From an optimization exercise on the open Yosys and OpenROAD flow, aimed at a short achievable clock period and few clock cycles; shortcuts taken in it are not production practice.
At most, simulation tests tie the RTL to the original design; equivalence was not proved.

==> inputs of exp/zinc <==
Design CpuTop, start of the top module:
module CpuTop (
	input  logic        clk,
	input  logic        rst_n,
	output logic [15:0] instrAddr,
	input  logic [31:0] instrData,
	output logic        dataValid,
	output logic        dataWrite,
	output logic [15:0] dataAddr,
	output logic [31:0] dataWrData,
	input  logic        dataReady,
	input  logic [31:0] dataRdData,
	output logic        halt
);
export LEC_CHECK = 0
export ABC_AREA = 1
export ABC_CLOCK_PERIOD_IN_PS = 2500
export CAP_MARGIN = 20
export CORE_MARGIN = 2
export CORE_UTILIZATION = 30
export PLACE_DENSITY = 0.5
export SETUP_SLACK_MARGIN = 4.0
export SLEW_MARGIN = 20
create_clock -name core_clock -period 6.5 [get_ports {clk}]
run.sh (not shown) runs the stock make flow with config.mk's settings and CLKGATE_MAP_FILE= SYNTH_SCRIPT=/design/flow/synth_recipe.tcl, a recipe that flattens the netlist after the stock synthesis.
==> exp/tundra: changes against exp/zinc <==
--- a/flow/design.v
+++ b/flow/design.v
@@ -6,13 +6,11 @@
 	input  logic         cin,
 	output logic [W-1:0] sum
 );
 	assign sum = a + b + {{(W-1){1'b0}}, cin};
 endmodule
-module Cpu #(
-	parameter int BTB_N = 16
-) (
+module Cpu (
 	input  logic        clk,
 	input  logic        rst_n,
 	output logic [15:0] instrAddr,
 	input  logic [31:0] instrData,
 	output logic        dataValid,
@@ -21,10 +19,11 @@
 	output logic [31:0] dataWrData,
 	input  logic        dataReady,
 	input  logic [31:0] dataRdData,
 	output logic        halt
 );
+	localparam int BTB_N = 8;    
 	localparam logic [5:0] OP_ADD = 6'd1, OP_SUB = 6'd2, OP_AND = 6'd3, OP_OR = 6'd4,
 		OP_XOR = 6'd5, OP_SLT = 6'd6, OP_ADDI = 6'd7, OP_LOAD = 6'd8, OP_STORE = 6'd9,
 		OP_BEQ = 6'd10, OP_HALT = 6'd11;
 	logic [15:0] pc;
 	logic        fd_valid;
@@ -131,11 +130,17 @@
 	assign opA = de_fa ? emFinal : de_a;
 	assign opB = de_fb ? emFinal : de_b;
 	assign addA = de_aSum ? em_sum : de_aSumN ? ~em_sum : de_aAdd;
 	assign addB = de_bSum ? em_sum : de_bSumN ? ~em_sum : de_bAdd;
 	PrefixAdd #(.W(32)) aluAdd (.a(addA), .b(addB), .cin(1'b0), .sum(sum));
-	assign eq = de_fa ? (emFinal == de_b) : de_fb ? (de_a == emFinal) : de_eqAB;
+	function automatic logic eqFwd(input logic [31:0] other);
+		eqFwd = (em_kAdd && (em_sum == other))
+			|| (em_kSub && (~em_sum == other))
+			|| (em_kLog && (em_log == other))
+			|| (em_kSlt && ({31'd0, em_sgnDiff ? em_a31 : !em_sum[31]} == other));
+	endfunction
+	assign eq = de_fa ? eqFwd(de_b) : de_fb ? eqFwd(de_a) : de_eqAB;
 	assign redirectE = de_valid && de_brc && eq;
 	always_ff @(posedge clk) begin
 		if (!rst_n)
 			em_we <= 1'b0;
 		else
@@ -163,11 +168,15 @@
 	assign pA  = pDone && p_we && p_rd == fd_rs;
 	assign pB  = pDone && p_we && p_rd == fd_srcB;
 	assign rdA = pA ? dataRdData : fd_mA ? emFinal : fd_regA;
 	assign rdB = pB ? dataRdData : fd_mB ? emFinal : fd_regB;
 	PrefixAdd #(.W(16)) aguReg (.a(fd_regA[15:0]), .b(fd_imm), .cin(1'b0), .sum(addrReg));
-	PrefixAdd #(.W(16)) aguEm  (.a(emFinal[15:0]),  .b(fd_imm), .cin(1'b0), .sum(addrEm));
+	logic [15:0] addrSum, addrSumN, addrLog;
+	PrefixAdd #(.W(16)) aguSum  (.a(em_sum[15:0]),  .b(fd_imm), .cin(1'b0), .sum(addrSum));
+	PrefixAdd #(.W(16)) aguSumN (.a(~em_sum[15:0]), .b(fd_imm), .cin(1'b0), .sum(addrSumN));
+	PrefixAdd #(.W(16)) aguLog  (.a(em_log[15:0]),  .b(fd_imm), .cin(1'b0), .sum(addrLog));
+	assign addrEm = em_kAdd ? addrSum : em_kSub ? addrSumN : addrLog;
 	assign memAddr = fd_mA ? addrEm : addrReg;
 	assign pendA = p_valid && p_we && p_rd == fd_rs;
 	assign pendB = p_valid && p_we && p_rd == fd_srcB;
 	assign pendW = p_valid && p_we && p_rd == fd_rd;
 	assign qA    = q_valid && q_we && q_rd == fd_rs;
@@ -178,11 +187,11 @@
 	assign eB    = de_valid && de_we && de_rd == fd_srcB;
 	always_comb begin
 		stallD = 1'b0;
 		if (fd_valid) begin
 			if (fd_isMem)
-				stallD = qFull || (fd_usesA && (pendA || qA || eA))
+				stallD = qFull || (fd_usesA && (pendA || qA || eA || (fd_mA && em_kSlt)))
 					|| (fd_usesB && ((pendB && !dataReady) || qB || eB));
 			else if (fd_isHalt)
 				stallD = pBusy || q_valid;
 			else
 				stallD = (fd_usesA && qA) || (fd_usesB && qB) || (fd_we && qW)
@@ -323,11 +332,11 @@
 	logic             btbHit;
 	logic [15:0]      btbTarget;
 	logic [BTB_N-1:0] btbV;
 	logic [15:0]      btbTag [BTB_N];
 	logic [15:0]      btbTgt [BTB_N];
-	logic [$clog2(BTB_N)-1:0] btbPtr;
+	logic [2:0]       btbPtr;
 	logic             btbKnown;
 	logic             tr_valid;
 	logic [15:0]      tr_tag;
 	logic [15:0]      tr_tgt;
 	logic             bw_valid;
- CELL_PAD_IN_SITES_GLOBAL_PLACEMENT: not set -> 1
- CORE_UTILIZATION: 30 -> 20
- PLACE_DENSITY: 0.5 -> 0.35
- SETUP_SLACK_MARGIN: 4.0 -> 3.5
==> exp/sierra: changes against exp/zinc <==
--- a/flow/design.v
+++ b/flow/design.v
@@ -6,13 +6,11 @@
 	input  logic         cin,
 	output logic [W-1:0] sum
 );
 	assign sum = a + b + {{(W-1){1'b0}}, cin};
 endmodule
-module Cpu #(
-	parameter int BTB_N = 16
-) (
+module Cpu (
 	input  logic        clk,
 	input  logic        rst_n,
 	output logic [15:0] instrAddr,
 	input  logic [31:0] instrData,
 	output logic        dataValid,
@@ -21,10 +19,11 @@
 	output logic [31:0] dataWrData,
 	input  logic        dataReady,
 	input  logic [31:0] dataRdData,
 	output logic        halt
 );
+	localparam int BTB_N = 8;    
 	localparam logic [5:0] OP_ADD = 6'd1, OP_SUB = 6'd2, OP_AND = 6'd3, OP_OR = 6'd4,
 		OP_XOR = 6'd5, OP_SLT = 6'd6, OP_ADDI = 6'd7, OP_LOAD = 6'd8, OP_STORE = 6'd9,
 		OP_BEQ = 6'd10, OP_HALT = 6'd11;
 	logic [15:0] pc;
 	logic        fd_valid;
@@ -131,11 +130,17 @@
 	assign opA = de_fa ? emFinal : de_a;
 	assign opB = de_fb ? emFinal : de_b;
 	assign addA = de_aSum ? em_sum : de_aSumN ? ~em_sum : de_aAdd;
 	assign addB = de_bSum ? em_sum : de_bSumN ? ~em_sum : de_bAdd;
 	PrefixAdd #(.W(32)) aluAdd (.a(addA), .b(addB), .cin(1'b0), .sum(sum));
-	assign eq = de_fa ? (emFinal == de_b) : de_fb ? (de_a == emFinal) : de_eqAB;
+	function automatic logic eqFwd(input logic [31:0] other);
+		eqFwd = (em_kAdd && (em_sum == other))
+			|| (em_kSub && (~em_sum == other))
+			|| (em_kLog && (em_log == other))
+			|| (em_kSlt && ({31'd0, em_sgnDiff ? em_a31 : !em_sum[31]} == other));
+	endfunction
+	assign eq = de_fa ? eqFwd(de_b) : de_fb ? eqFwd(de_a) : de_eqAB;
 	assign redirectE = de_valid && de_brc && eq;
 	always_ff @(posedge clk) begin
 		if (!rst_n)
 			em_we <= 1'b0;
 		else
@@ -163,11 +168,15 @@
 	assign pA  = pDone && p_we && p_rd == fd_rs;
 	assign pB  = pDone && p_we && p_rd == fd_srcB;
 	assign rdA = pA ? dataRdData : fd_mA ? emFinal : fd_regA;
 	assign rdB = pB ? dataRdData : fd_mB ? emFinal : fd_regB;
 	PrefixAdd #(.W(16)) aguReg (.a(fd_regA[15:0]), .b(fd_imm), .cin(1'b0), .sum(addrReg));
-	PrefixAdd #(.W(16)) aguEm  (.a(emFinal[15:0]),  .b(fd_imm), .cin(1'b0), .sum(addrEm));
+	logic [15:0] addrSum, addrSumN, addrLog;
+	PrefixAdd #(.W(16)) aguSum  (.a(em_sum[15:0]),  .b(fd_imm), .cin(1'b0), .sum(addrSum));
+	PrefixAdd #(.W(16)) aguSumN (.a(~em_sum[15:0]), .b(fd_imm), .cin(1'b0), .sum(addrSumN));
+	PrefixAdd #(.W(16)) aguLog  (.a(em_log[15:0]),  .b(fd_imm), .cin(1'b0), .sum(addrLog));
+	assign addrEm = em_kAdd ? addrSum : em_kSub ? addrSumN : addrLog;
 	assign memAddr = fd_mA ? addrEm : addrReg;
 	assign pendA = p_valid && p_we && p_rd == fd_rs;
 	assign pendB = p_valid && p_we && p_rd == fd_srcB;
 	assign pendW = p_valid && p_we && p_rd == fd_rd;
 	assign qA    = q_valid && q_we && q_rd == fd_rs;
@@ -178,11 +187,11 @@
 	assign eB    = de_valid && de_we && de_rd == fd_srcB;
 	always_comb begin
 		stallD = 1'b0;
 		if (fd_valid) begin
 			if (fd_isMem)
-				stallD = qFull || (fd_usesA && (pendA || qA || eA))
+				stallD = qFull || (fd_usesA && (pendA || qA || eA || (fd_mA && em_kSlt)))
 					|| (fd_usesB && ((pendB && !dataReady) || qB || eB));
 			else if (fd_isHalt)
 				stallD = pBusy || q_valid;
 			else
 				stallD = (fd_usesA && qA) || (fd_usesB && qB) || (fd_we && qW)
@@ -275,11 +284,11 @@
 			halted <= 1'b1;
 	end
 	logic [5:0]  opF;
 	logic [4:0]  rdF, rsF, rtF, srcBF;
 	logic        isRF, isAddiF, isLoadF, isStoreF, isBeqF, isHaltF, uncondF, brcF;
-	logic [31:1] selAF, selTF, selDF;
+	logic [31:1] selAF, selBF;
 	logic [15:0] pcInc, pcDec;
 	assign instrAddr = pc;
 	assign opF      = instrData[31:26];
 	assign rdF      = instrData[25:21];
 	assign rsF      = instrData[20:16];
@@ -294,40 +303,34 @@
 	assign brcF     = isBeqF && (rdF != rsF);
 	assign srcBF    = isRF ? rtF : rdF;
 	always_comb begin
 		for (int i = 1; i < 32; i++) begin
 			selAF[i] = (rsF == 5'(i));
-			selTF[i] = (rtF == 5'(i));
-			selDF[i] = (rdF == 5'(i));
+			selBF[i] = (srcBF == 5'(i));
 		end
 	end
-	logic [31:0] regAF, regTF, regDF, readAF, readTF, readDF, readBF;
+	logic [31:0] regAF, regBF, readAF, readBF;
 	always_comb begin
 		regAF = '0;
-		regTF = '0;
-		regDF = '0;
+		regBF = '0;
 		for (int i = 1; i < 32; i++) begin
 			regAF = regAF | ({32{selAF[i]}} & regs[i]);
-			regTF = regTF | ({32{selTF[i]}} & regs[i]);
-			regDF = regDF | ({32{selDF[i]}} & regs[i]);
+			regBF = regBF | ({32{selBF[i]}} & regs[i]);
 		end
 	end
 	assign readAF = (pDone && p_we && p_rd == rsF) ? dataRdData
 		: (em_we && em_rd == rsF) ? emFinal : regAF;
-	assign readTF = (pDone && p_we && p_rd == rtF) ? dataRdData
-		: (em_we && em_rd == rtF) ? emFinal : regTF;
-	assign readDF = (pDone && p_we && p_rd == rdF) ? dataRdData
-		: (em_we && em_rd == rdF) ? emFinal : regDF;
-	assign readBF = isRF ? readTF : readDF;
+	assign readBF = (pDone && p_we && p_rd == srcBF) ? dataRdData
+		: (em_we && em_rd == srcBF) ? emFinal : regBF;
 	PrefixAdd #(.W(16)) pcIncAdd (.a(pc), .b(16'd0),    .cin(1'b1), .sum(pcInc));
 	PrefixAdd #(.W(16)) pcDecAdd (.a(pc), .b(16'hffff), .cin(1'b0), .sum(pcDec));
 	logic             btbHit;
 	logic [15:0]      btbTarget;
 	logic [BTB_N-1:0] btbV;
 	logic [15:0]      btbTag [BTB_N];
 	logic [15:0]      btbTgt [BTB_N];
-	logic [$clog2(BTB_N)-1:0] btbPtr;
+	logic [2:0]       btbPtr;
 	logic             btbKnown;
 	logic             tr_valid;
 	logic [15:0]      tr_tag;
 	logic [15:0]      tr_tgt;
 	logic             bw_valid;
- CELL_PAD_IN_SITES_DETAIL_PLACEMENT: not set -> 1
- CELL_PAD_IN_SITES_GLOBAL_PLACEMENT: not set -> 2
- CORE_UTILIZATION: 30 -> 25
- PLACE_DENSITY: 0.5 -> 0.45
- SETUP_SLACK_MARGIN: 4.0 -> 3.5
==> qor summary <==
quantity                                                             exp/sierra                exp/tundra                   exp/zinc
Outcome                                        no timing/DRC/antenna violations  finished with violations  aborted with a tool error
Last stage reached                                                            -                         -             global routing
Layout check failures                                                         -        antenna violations                          -
Horizontal die dimension                                                 654 um                    748 um                     643 um
Initial standard-cell utilization of the core                             25.1%                     20.0%                      30.1%
Worst hold endpoint                                    Cpu_i.bw_tgt[12]$_DFF_P_   Cpu_i.bw_tgt[7]$_DFF_P_                          -
Met3 wire length                                                         126 mm                    144 mm                          -
Area occupied by multi-input gates                                    59800 um2                 59200 um2                          -
Hold Startpoint                                        Cpu_i.tr_tgt[12]$_DFF_P_   Cpu_i.tr_tgt[7]$_DFF_P_                          -
# Max-Cap Violations                                                          0                         0                          -
TAP cells                                                                  5640                      7287                          -
Minimum period implied by the final worst setup slack                   3500 ps                   3280 ps                          -
Area growth from synthesis to final layout                                37.7%                     36.6%                          -
Class of the worst hold path                             flip-flop to flip-flop    flip-flop to flip-flop                          -
Number of detailed-route iterations in the first pass                         7                         9                          -
Filler cell count                                                         50000                     61100                          -
Layout Cell Area excl Fill                                           145000 um2                151000 um2                          -
Testbench counts of exp/tundra, summed over its fixed seeds: cycles 47,216.
Testbench counts of exp/sierra, summed over its fixed seeds: cycles 47,216.
Only the layout flow was run in exp/zinc; the RTL was not checked for function there.

-- port drivers added, routing unchanged --
The flow's constraints put no driver on any port. The routed layouts listed below were extracted and timed again, unchanged, in two steps.
Step 1 (the two cells are an assumption about what drives the block):
set clk [get_ports {clk}]
set_driving_cell -lib_cell sky130_fd_sc_hd__clkbuf_16 $clk
set_driving_cell -lib_cell sky130_fd_sc_hd__buf_2 [delete_from_list [all_inputs] $clk]
Step 2 also shifts input and output timing later by t, the mid clock arrival at the registers, as if the neighbouring blocks saw the same clock.
Slacks: no drivers / after step 1 / after step 2; pairs: no drivers / after step 1.
run | t, ns | setup WS [ns] | worst setup path after step 2 | worst register clock-pin slew, ns
exp/tundra | 1.136 | 3.222 / 3.142 / 2.147 | input to register | 0.08 / 0.08
exp/sierra | 1.091 | 3.001 / 3.087 / 1.995 | input to register | 0.07 / 0.07
For exp/tundra, which loses most, drivers alone change the setup slack by -0.080 ns; drivers and shift together by -1.075 ns.
